This is an optimization exercise on Yosys and OpenROAD, whose aim is small area, not a production implementation. RTL that was checked went through simulation tests only; none was proved equivalent to the original.

== oak ==
// svpwm_top
module svpwm_top
(
    input  logic       clk,
    input  logic       reset,
    input  svpwm_pkg::sample_t    alpha,
    input  svpwm_pkg::sample_t    beta,
    input  logic       in_valid,
    output logic       in_ready,
    output svpwm_pkg::duty_t      duty_u,
    output svpwm_pkg::duty_t      duty_v,
    output svpwm_pkg::duty_t      duty_w,
    output logic       duty_valid,
    output logic [2:0] gate_hi,
    output logic [2:0] gate_lo
);
Size: about 1200 cells after synthesis, about 91 I/O pins, roughly 13000 µm² of cells after synthesis.
clock: 10.0 ns
lec_check: 0
abc_area: 1
cap_margin: 20
core_margin: 2
core_utilization: 40
cts_cluster_diameter: 120
cts_cluster_size: 24
slew_margin: 20
standard.sh (not shown) runs the stock make flow with config.mk's settings and CLKGATE_MAP_FILE= SYNTH_SCRIPT=/design/flow/synth_recipe.tcl, a recipe that flattens the netlist after the stock synthesis.
==> flow/flow/run.sh <==
#!/bin/bash
# Standard ORFS layout with two changes: an area-oriented ABC mapping script
# (flow/abc_area.script, used through ABC_AREA=1) and single-drive port buffers.
set -euo pipefail
here=$(pwd)
rm -rf "$here/scripts"
cp -r "$FLOW_HOME/scripts" "$here/scripts"
cp "$here/flow/abc_area.script" "$here/scripts/abc_area.script"
bash standard.sh "SCRIPTS_DIR=$here/scripts" \
    "BUFFER_PORTS_ARGS=-buffer_cell sky130_fd_sc_hd__buf_1" finish > "$here/flow_make.log" 2>&1
==> flow/flow/abc_area.script <==
&get -n
&st
&syn2
&dch -f
&nf -a
&put
topo
stime -c
oak: all stages complete, timing, DRC and antenna checks passed
#### Input delta (pine over oak)
==> flow/run.sh (new file) <==
#!/bin/bash
# synth_recipe.tcl (not shown) runs the flow's synth.tcl, then flattens the netlist and writes it again
# the make line also repeats each setting of config.mk as NAME=value (left out here)
make -C /OpenROAD-flow-scripts/flow DESIGN_CONFIG=/design/flow/config.mk WORK_HOME=/design/flow/orfs CLKGATE_MAP_FILE= SYNTH_SCRIPT=/design/flow/synth_recipe.tcl finish
removed: flow/flow/run.sh
removed: flow/flow/abc_area.script
removed: flow/standard.sh
Results
pine: done, clean on timing, DRC and antenna
Routed wire length: pine worse than oak
Compared with oak, pine shows combined area of the multi-input logic cells lower by 29 µm².
When the final numbers for pine and oak were put side by side, the layout net count turned out to be greater in pine.
Routed wire length per instance (oak / pine): 1.06
Looking only at fmax, and setting everything else aside, the lower value of pine and oak goes to oak.
Global-route wire length before repair grows by more than 10% when moving from oak to pine.
pine against oak: vertical extent of the die rose 4.2 µm; CTS buffer count about even.


Another version of the RTL of svpwm_top (not shown whole).
Size: roughly 140 flip-flops, about 91 I/O pins, ~0.011 mm^2 of cells after synthesis.
Settings: LEC_CHECK=0, ABC_AREA=1, CAP_MARGIN=0, CORE_MARGIN=2, CORE_UTILIZATION=40, SLEW_MARGIN=0; clock period 10.0 ns.
==> flow/flow/run.sh <==
#!/bin/bash
# Standard ORFS layout with two changes: an area-oriented ABC mapping script
# (flow/abc_area.script, used through ABC_AREA=1) and single-drive port buffers.
set -euo pipefail
here=$(pwd)
rm -rf "$here/scripts"
cp -r "$FLOW_HOME/scripts" "$here/scripts"
cp "$here/flow/abc_area.script" "$here/scripts/abc_area.script"
bash standard.sh "SCRIPTS_DIR=$here/scripts" \
    "BUFFER_PORTS_ARGS=-buffer_cell sky130_fd_sc_hd__buf_1" \
    "CTS_ARGS=-sink_clustering_enable -repair_clock_nets -sink_clustering_size 24 -sink_clustering_max_diameter 120 -dont_use_dummy_load -buf_list sky130_fd_sc_hd__clkbuf_8" \
    finish > "$here/flow_make.log" 2>&1
==> flow/flow/abc_area.script <==
&get -n
&st
&deepsyn -T 20
&dch -f
&nf -a
&put
topo
stime -c
Change:
--- a/flow/flow/run.sh
+++ b/flow/flow/run.sh
@@ -10,3 +10,3 @@
     "BUFFER_PORTS_ARGS=-buffer_cell sky130_fd_sc_hd__buf_1" \
-    "CTS_ARGS=-sink_clustering_enable -repair_clock_nets -sink_clustering_size 24 -sink_clustering_max_diameter 120 -dont_use_dummy_load -buf_list sky130_fd_sc_hd__clkbuf_8" \
+    "CTS_ARGS=-sink_clustering_enable -repair_clock_nets -sink_clustering_size 32 -sink_clustering_max_diameter 150 -dont_use_dummy_load -buf_list sky130_fd_sc_hd__clkbuf_8" \
     finish > "$here/flow_make.log" 2>&1
Result:
- cell area does not change
- non-clock buffer count stays the same
- synthesized area is unchanged
- worst setup slack does not change
- fmax does not change
- hold slack stays the same
- via count does not change
Change:
==> flow/flow/run.sh (replaced) <==
#!/bin/bash
# Standard ORFS layout with two changes: an area-oriented ABC mapping script
# (flow/abc_area.script, used through ABC_AREA=1) and single-drive port buffers.
set -euo pipefail
here=$(pwd)
rm -rf "$here/scripts"
cp -r "$FLOW_HOME/scripts" "$here/scripts"
cp "$here/flow/abc_area.script" "$here/scripts/abc_area.script"
bash standard.sh "SCRIPTS_DIR=$here/scripts" \
    "BUFFER_PORTS_ARGS=-buffer_cell sky130_fd_sc_hd__buf_1" finish > "$here/flow_make.log" 2>&1
CAP_MARGIN = 20   (was 0)
CTS_CLUSTER_DIAMETER = 120   (was not set)
CTS_CLUSTER_SIZE = 24   (was not set)
SLEW_MARGIN = 20   (was 0)
Result: Sequential share of layout area fell by 0.91 points; wire length is about the same; global-route usage grows by 0.24 points; core utilization climbs by 1.2 points.
Change:
--- a/flow/flow/run.sh
+++ b/flow/flow/run.sh
@@ -9,2 +9,4 @@
 bash standard.sh "SCRIPTS_DIR=$here/scripts" \
-    "BUFFER_PORTS_ARGS=-buffer_cell sky130_fd_sc_hd__buf_1" finish > "$here/flow_make.log" 2>&1
+    "BUFFER_PORTS_ARGS=-buffer_cell sky130_fd_sc_hd__buf_1" \
+    "CTS_ARGS=-sink_clustering_enable -repair_clock_nets -sink_clustering_size 24 -sink_clustering_max_diameter 120 -dont_use_dummy_load" \
+    finish > "$here/flow_make.log" 2>&1
CAP_MARGIN = 0   (was 20)
CTS_CLUSTER_DIAMETER = not set   (was 120)
CTS_CLUSTER_SIZE = not set   (was 24)
SLEW_MARGIN = 0   (was 20)
Outcome: Setup slack gains 0.0071 ns. Clock-buffer cell count fell by 1. Die area stays the same. Sequential cell count is unchanged. Maximum frequency is about the same. Via count fell by 0.44%. Clock skew rose by 0.015 ns. Design area fell by 1.3%. Final cell count fell by 1.0%.
No functional check of the RTL was part of any run of this note.


svpwm_top, a different RTL version from the one above (not shown whole).
Size: roughly 1400 cells after synthesis.
clock: 10.0 ns
lec_check: 0
abc_area: 1
cap_margin: 0
core_margin: 2
core_utilization: 40
cts_cluster_diameter: 150
cts_cluster_size: 30
slew_margin: 0
run.sh (not shown) runs the stock make flow with config.mk's settings and CLKGATE_MAP_FILE= SYNTH_SCRIPT=/design/flow/synth_recipe.tcl, a recipe that flattens the netlist after the stock synthesis.
Stock flow here: none of the scripts above is used.
The starting point finished with timing, DRC and antenna clean.
Rerun with:
CAP_MARGIN = 20   (was 0)
CTS_CLUSTER_DIAMETER = default   (was 150)
CTS_CLUSTER_SIZE = default   (was 30)
SLEW_MARGIN = 20   (was 0)
After rerunning: The changed run finished with timing, DRC and antenna clean. Synthesized area stays the same. Design area rises by 2.7%. Count of clock-buffer cells in the layout rises by 21. Worst setup slack improves by 0.028 ns. Clock skew falls by 0.014 ns. Critical path depth is unchanged. Wire length rises by 1.4%. First-iteration DRC count falls by 0.45%. Via count rises by 1.5%. Utilization rises by 1.2 points.
Rerun with:
CTS_CLUSTER_DIAMETER = 120   (was default)
CTS_CLUSTER_SIZE = 24   (was default)
Outcome:
- The changed run produced a clean layout
- die area is unchanged
- final cell count fell slightly
- via count fell slightly
- setup slack gains 0.036 ns
- wire length fell slightly
- synthesized area stays the same
No run of this note included a check of the RTL's function; only the layout flow was run.


build 66:
svpwm_top, a different RTL version from the one above (not shown whole).
For scale: ~970 cells after synthesis, ~140 flip-flops, about 0.011 sq mm of cells after synthesis.
clock: 10.0 ns
lec_check: 0
abc_area: 1
cap_margin: 0
core_margin: 2
core_utilization: 40
slew_margin: 0
standard.sh (not shown) runs the stock make flow with config.mk's settings and CLKGATE_MAP_FILE= SYNTH_SCRIPT=/design/flow/synth_recipe.tcl, a recipe that flattens the netlist after the stock synthesis.
==> flow/flow/run.sh <==
#!/bin/bash
# Standard ORFS layout with two changes: an area-oriented ABC mapping script
# (flow/abc_area.script, used through ABC_AREA=1) and single-drive port buffers.
set -euo pipefail
here=$(pwd)
rm -rf "$here/scripts"
cp -r "$FLOW_HOME/scripts" "$here/scripts"
cp "$here/flow/abc_area.script" "$here/scripts/abc_area.script"
bash standard.sh "SCRIPTS_DIR=$here/scripts" \
    "BUFFER_PORTS_ARGS=-buffer_cell sky130_fd_sc_hd__buf_1" \
    "CTS_ARGS=-sink_clustering_enable -repair_clock_nets -sink_clustering_size 24 -sink_clustering_max_diameter 120 -dont_use_dummy_load -buf_list sky130_fd_sc_hd__clkbuf_8" \
    finish > "$here/flow_make.log" 2>&1
==> flow/flow/abc_area.script <==
&get -n
&st
&deepsyn -J 50 -T 60
&dch -f
&nf -a
&put
topo
stime -c
Edits applied to the flow inputs when going from build 66 to build 47:
-- flow/config.mk --
<<< build 66, line 11
export CORE_UTILIZATION = 40
export SLEW_MARGIN = 0
>>> build 47, line 11
export CORE_UTILIZATION = 40
export GPL_TIMING_DRIVEN = 0
export SLEW_MARGIN = 0
Notes after the runs:
The gate count of the mapped netlist was comparable across build 47 and build 66.
Build 47 vs build 66 — via total after detailed routing dropped 2.0%.
Compared build 66 against build 47; post-placement cell area within noise.
The wire length of the first global-routing pass of build 47 was superior to that of build 66.


svpwm_top, a different RTL version from the one above (not shown whole).
For scale: ~1,400 cells after synthesis, about 91 I/O pins, ~0.015 mm^2 of cells after synthesis.
export LEC_CHECK = 0
export CAP_MARGIN = 20
export CORE_MARGIN = 2
export CORE_UTILIZATION = 60
export CTS_BUF_LIST = sky130_fd_sc_hd__clkbuf_2 sky130_fd_sc_hd__clkbuf_4
export CTS_CLUSTER_SIZE = 20
export SLEW_MARGIN = 20
create_clock -name core_clock -period 10.0 [get_ports {clk}]
run.sh (not shown) runs the stock make flow with config.mk's settings and CLKGATE_MAP_FILE= SYNTH_SCRIPT=/design/flow/synth_recipe.tcl, a recipe that flattens the netlist after the stock synthesis.
Stock flow here: none of the scripts above is used.
The first run completed without violations.
Then changed:
- CORE_UTILIZATION: 60 -> 70
- CTS_BUF_LIST: sky130_fd_sc_hd__clkbuf_2 sky130_fd_sc_hd__clkbuf_4 -> sky130_fd_sc_hd__clkbuf_4
- CTS_CLUSTER_SIZE: 20 -> unset
What happened: The changed run produced a clean layout. Synthesized area stays the same. Fmax grows by 0.60%. Count of clock-buffer cells in the layout shrinks by 7. Global-route usage grows by 4.7 points. Flip-flop and latch count does not change. Via count grows by 2.0%. Final area shrinks by 0.62%. Die area shrinks by 14%. Setup slack gets better by 0.054 ns.


Another version of the RTL of svpwm_top (not shown whole).
Size in the first run: ~1300 cells after synthesis.
## svpwm_top
module svpwm_top
(
    input  logic       clk,
    input  logic       reset,
    input  svpwm_pkg::sample_t    alpha,
    input  svpwm_pkg::sample_t    beta,
    input  logic       in_valid,
    output logic       in_ready,
    output svpwm_pkg::duty_t      duty_u,
    output svpwm_pkg::duty_t      duty_v,
    output svpwm_pkg::duty_t      duty_w,
    output logic       duty_valid,
    output logic [2:0] gate_hi,
    output logic [2:0] gate_lo
);
export LEC_CHECK = 0
export ABC_AREA = 1
export CAP_MARGIN = 0
export CORE_MARGIN = 2
export CORE_UTILIZATION = 60
export SLEW_MARGIN = 0
create_clock -name core_clock -period 10.0 [get_ports {clk}]
standard.sh (not shown) runs the stock make flow with config.mk's settings and CLKGATE_MAP_FILE= SYNTH_SCRIPT=/design/flow/synth_recipe.tcl, a recipe that flattens the netlist after the stock synthesis.
==> flow/flow/run.sh <==
#!/bin/bash
# Standard ORFS layout with these changes: synthesis maps all logic with an
# area-oriented ABC script (flow/abc_area.script, used through ABC_AREA=1)
# instead of placing full/half adder cells first (ADDER_MAP_FILE empty);
# single-drive port buffers; clock tree with clkbuf_8 and no dummy loads.
set -euo pipefail
here=$(pwd)
rm -rf "$here/scripts"
cp -r "$FLOW_HOME/scripts" "$here/scripts"
cp "$here/flow/abc_area.script" "$here/scripts/abc_area.script"
bash standard.sh "SCRIPTS_DIR=$here/scripts" \
    "ADDER_MAP_FILE=" \
    "BUFFER_PORTS_ARGS=-buffer_cell sky130_fd_sc_hd__buf_1" \
    "CTS_ARGS=-sink_clustering_enable -repair_clock_nets -sink_clustering_size 24 -sink_clustering_max_diameter 120 -dont_use_dummy_load -buf_list sky130_fd_sc_hd__clkbuf_8" \
    finish > "$here/flow_make.log" 2>&1
==> flow/flow/abc_area.script <==
&get -n
&st
&deepsyn -I 8 -J 50 -T 240
&put
strash
dch -f
amap -F 3 -A 10
topo
stime -c
The starting point completed with no timing, DRC or antenna violations.
==> next run, changes <==
==> flow/flow/run.sh (replaced) <==
#!/bin/bash
# Standard ORFS layout with two changes: an area-oriented ABC mapping script
# (flow/abc_area.script, used through ABC_AREA=1) and single-drive port buffers.
set -euo pipefail
here=$(pwd)
rm -rf "$here/scripts"
cp -r "$FLOW_HOME/scripts" "$here/scripts"
cp "$here/flow/abc_area.script" "$here/scripts/abc_area.script"
bash standard.sh "SCRIPTS_DIR=$here/scripts" \
    "BUFFER_PORTS_ARGS=-buffer_cell sky130_fd_sc_hd__buf_1" \
    "CTS_ARGS=-sink_clustering_enable -repair_clock_nets -sink_clustering_size 24 -sink_clustering_max_diameter 120 -dont_use_dummy_load -buf_list sky130_fd_sc_hd__clkbuf_8" \
    finish > "$here/flow_make.log" 2>&1
The changed run went through all stages and came out clean.
Setup slack loses 0.55 ns.
Die area grows by a few percent.


## red
Another version of the RTL of svpwm_top (not shown whole).
Size: ~970 cells after synthesis, about 140 flip-flops, roughly 91 I/O pins, ~10000 µm² of cells after synthesis.
export LEC_CHECK = 0
export ABC_AREA = 1
export CAP_MARGIN = 0
export CORE_MARGIN = 2
export CORE_UTILIZATION = 60
export SLEW_MARGIN = 0
create_clock -name core_clock -period 10.0 [get_ports {clk}]
==> flow/flow/run.sh <==
#!/bin/bash
# Standard ORFS layout with two changes: an area-oriented ABC mapping script
# (flow/abc_area.script, used through ABC_AREA=1) and single-drive port buffers.
set -euo pipefail
here=$(pwd)
rm -rf "$here/scripts"
cp -r "$FLOW_HOME/scripts" "$here/scripts"
cp "$here/flow/abc_area.script" "$here/scripts/abc_area.script"
bash standard.sh "SCRIPTS_DIR=$here/scripts" \
    "BUFFER_PORTS_ARGS=-buffer_cell sky130_fd_sc_hd__buf_1" \
    "CTS_ARGS=-sink_clustering_enable -repair_clock_nets -sink_clustering_size 24 -sink_clustering_max_diameter 120 -dont_use_dummy_load -buf_list sky130_fd_sc_hd__clkbuf_8" \
    finish > "$here/flow_make.log" 2>&1
==> flow/flow/abc_area.script <==
&get -n
&st
&deepsyn -I 8 -J 50 -T 240
&dch -f
&nf -a
&put
topo
stime -c
red ended with every stage complete and zero timing, DRC or antenna violations.
### red -> blue
Settings: swapping 60 for 40 in CORE_UTILIZATION.
--- outcome ---
- The hold slack of blue and that of red are within noise of each other.
- Post-layout instance area (higher): blue
- Sort blue and red by relative area change from synthesis to final layout desc -> top: blue
- Diff red -> blue: number of signal-net buffers in the layout lost 1, chip width grew by about 22%, total wire length after detailed routing +about 4.6%.

[afterwards: timing with drivers on the ports]
The results above use ideal ports. As a check the final layouts listed here were re-extracted and re-timed, cells and wires unchanged. Step 1 (the two cells are an assumption about what drives the block):
set clk [get_ports {clk}]
set_driving_cell -lib_cell sky130_fd_sc_hd__clkbuf_16 $clk
set_driving_cell -lib_cell sky130_fd_sc_hd__buf_2 [delete_from_list [all_inputs] $clk]
Step 2 also shifts input and output timing later by t, the mid clock arrival at the registers, as if the neighbouring blocks saw the same clock. a / b / c = no drivers / after step 1 / after step 2; a / b = the first two.
run | t, ns | setup WS [ns] | worst hold slack (ns)
oak | 0.506 | 0.410 / 0.410 / 0.410 | 0.442 / 0.442 / 0.442
pine | 0.516 | 0.439 / 0.439 / 0.439 | 0.458 / 0.458 / 0.458
the first run of note 2 | 0.456 | 0.362 / 0.362 / 0.362 | 0.432 / 0.432 / 0.432
the second run of note 2 | 0.456 | 0.362 / 0.362 / 0.362 | 0.432 / 0.432 / 0.432
the third run of note 2 | 0.475 | 0.403 / 0.403 / 0.403 | 0.448 / 0.448 / 0.448
the fourth run of note 2 | 0.450 | 0.410 / 0.410 / 0.410 | 0.439 / 0.439 / 0.439
the first run of note 3 | 0.518 | 1.011 / 1.011 / 1.011 | 0.466 / 0.466 / 0.466
the second run of note 3 | 0.557 | 1.039 / 1.039 / 1.039 | 0.459 / 0.459 / 0.459
the third run of note 3 | 0.522 | 1.074 / 1.074 / 1.074 | 0.465 / 0.465 / 0.465
build 66 | 0.473 | 0.479 / 0.479 / 0.479 | 0.457 / 0.457 / 0.457
build 47 | 0.472 | 0.509 / 0.509 / 0.509 | 0.444 / 0.444 / 0.444
the first run of note 5 | 0.695 | 0.968 / 0.968 / 0.968 | 0.423 / 0.423 / 0.423
the second run of note 5 | 0.706 | 1.021 / 1.021 / 1.021 | 0.418 / 0.418 / 0.418
the first run of note 6 | 0.489 | 1.041 / 1.041 / 1.041 | 0.445 / 0.445 / 0.445
the second run of note 6 | 0.483 | 0.490 / 0.490 / 0.490 | 0.446 / 0.446 / 0.446
red | 0.481 | 0.422 / 0.422 / 0.422 | 0.433 / 0.433 / 0.433
blue | 0.477 | 0.524 / 0.524 / 0.524 | 0.435 / 0.435 / 0.435
After both steps setup and hold are still met in every run listed.
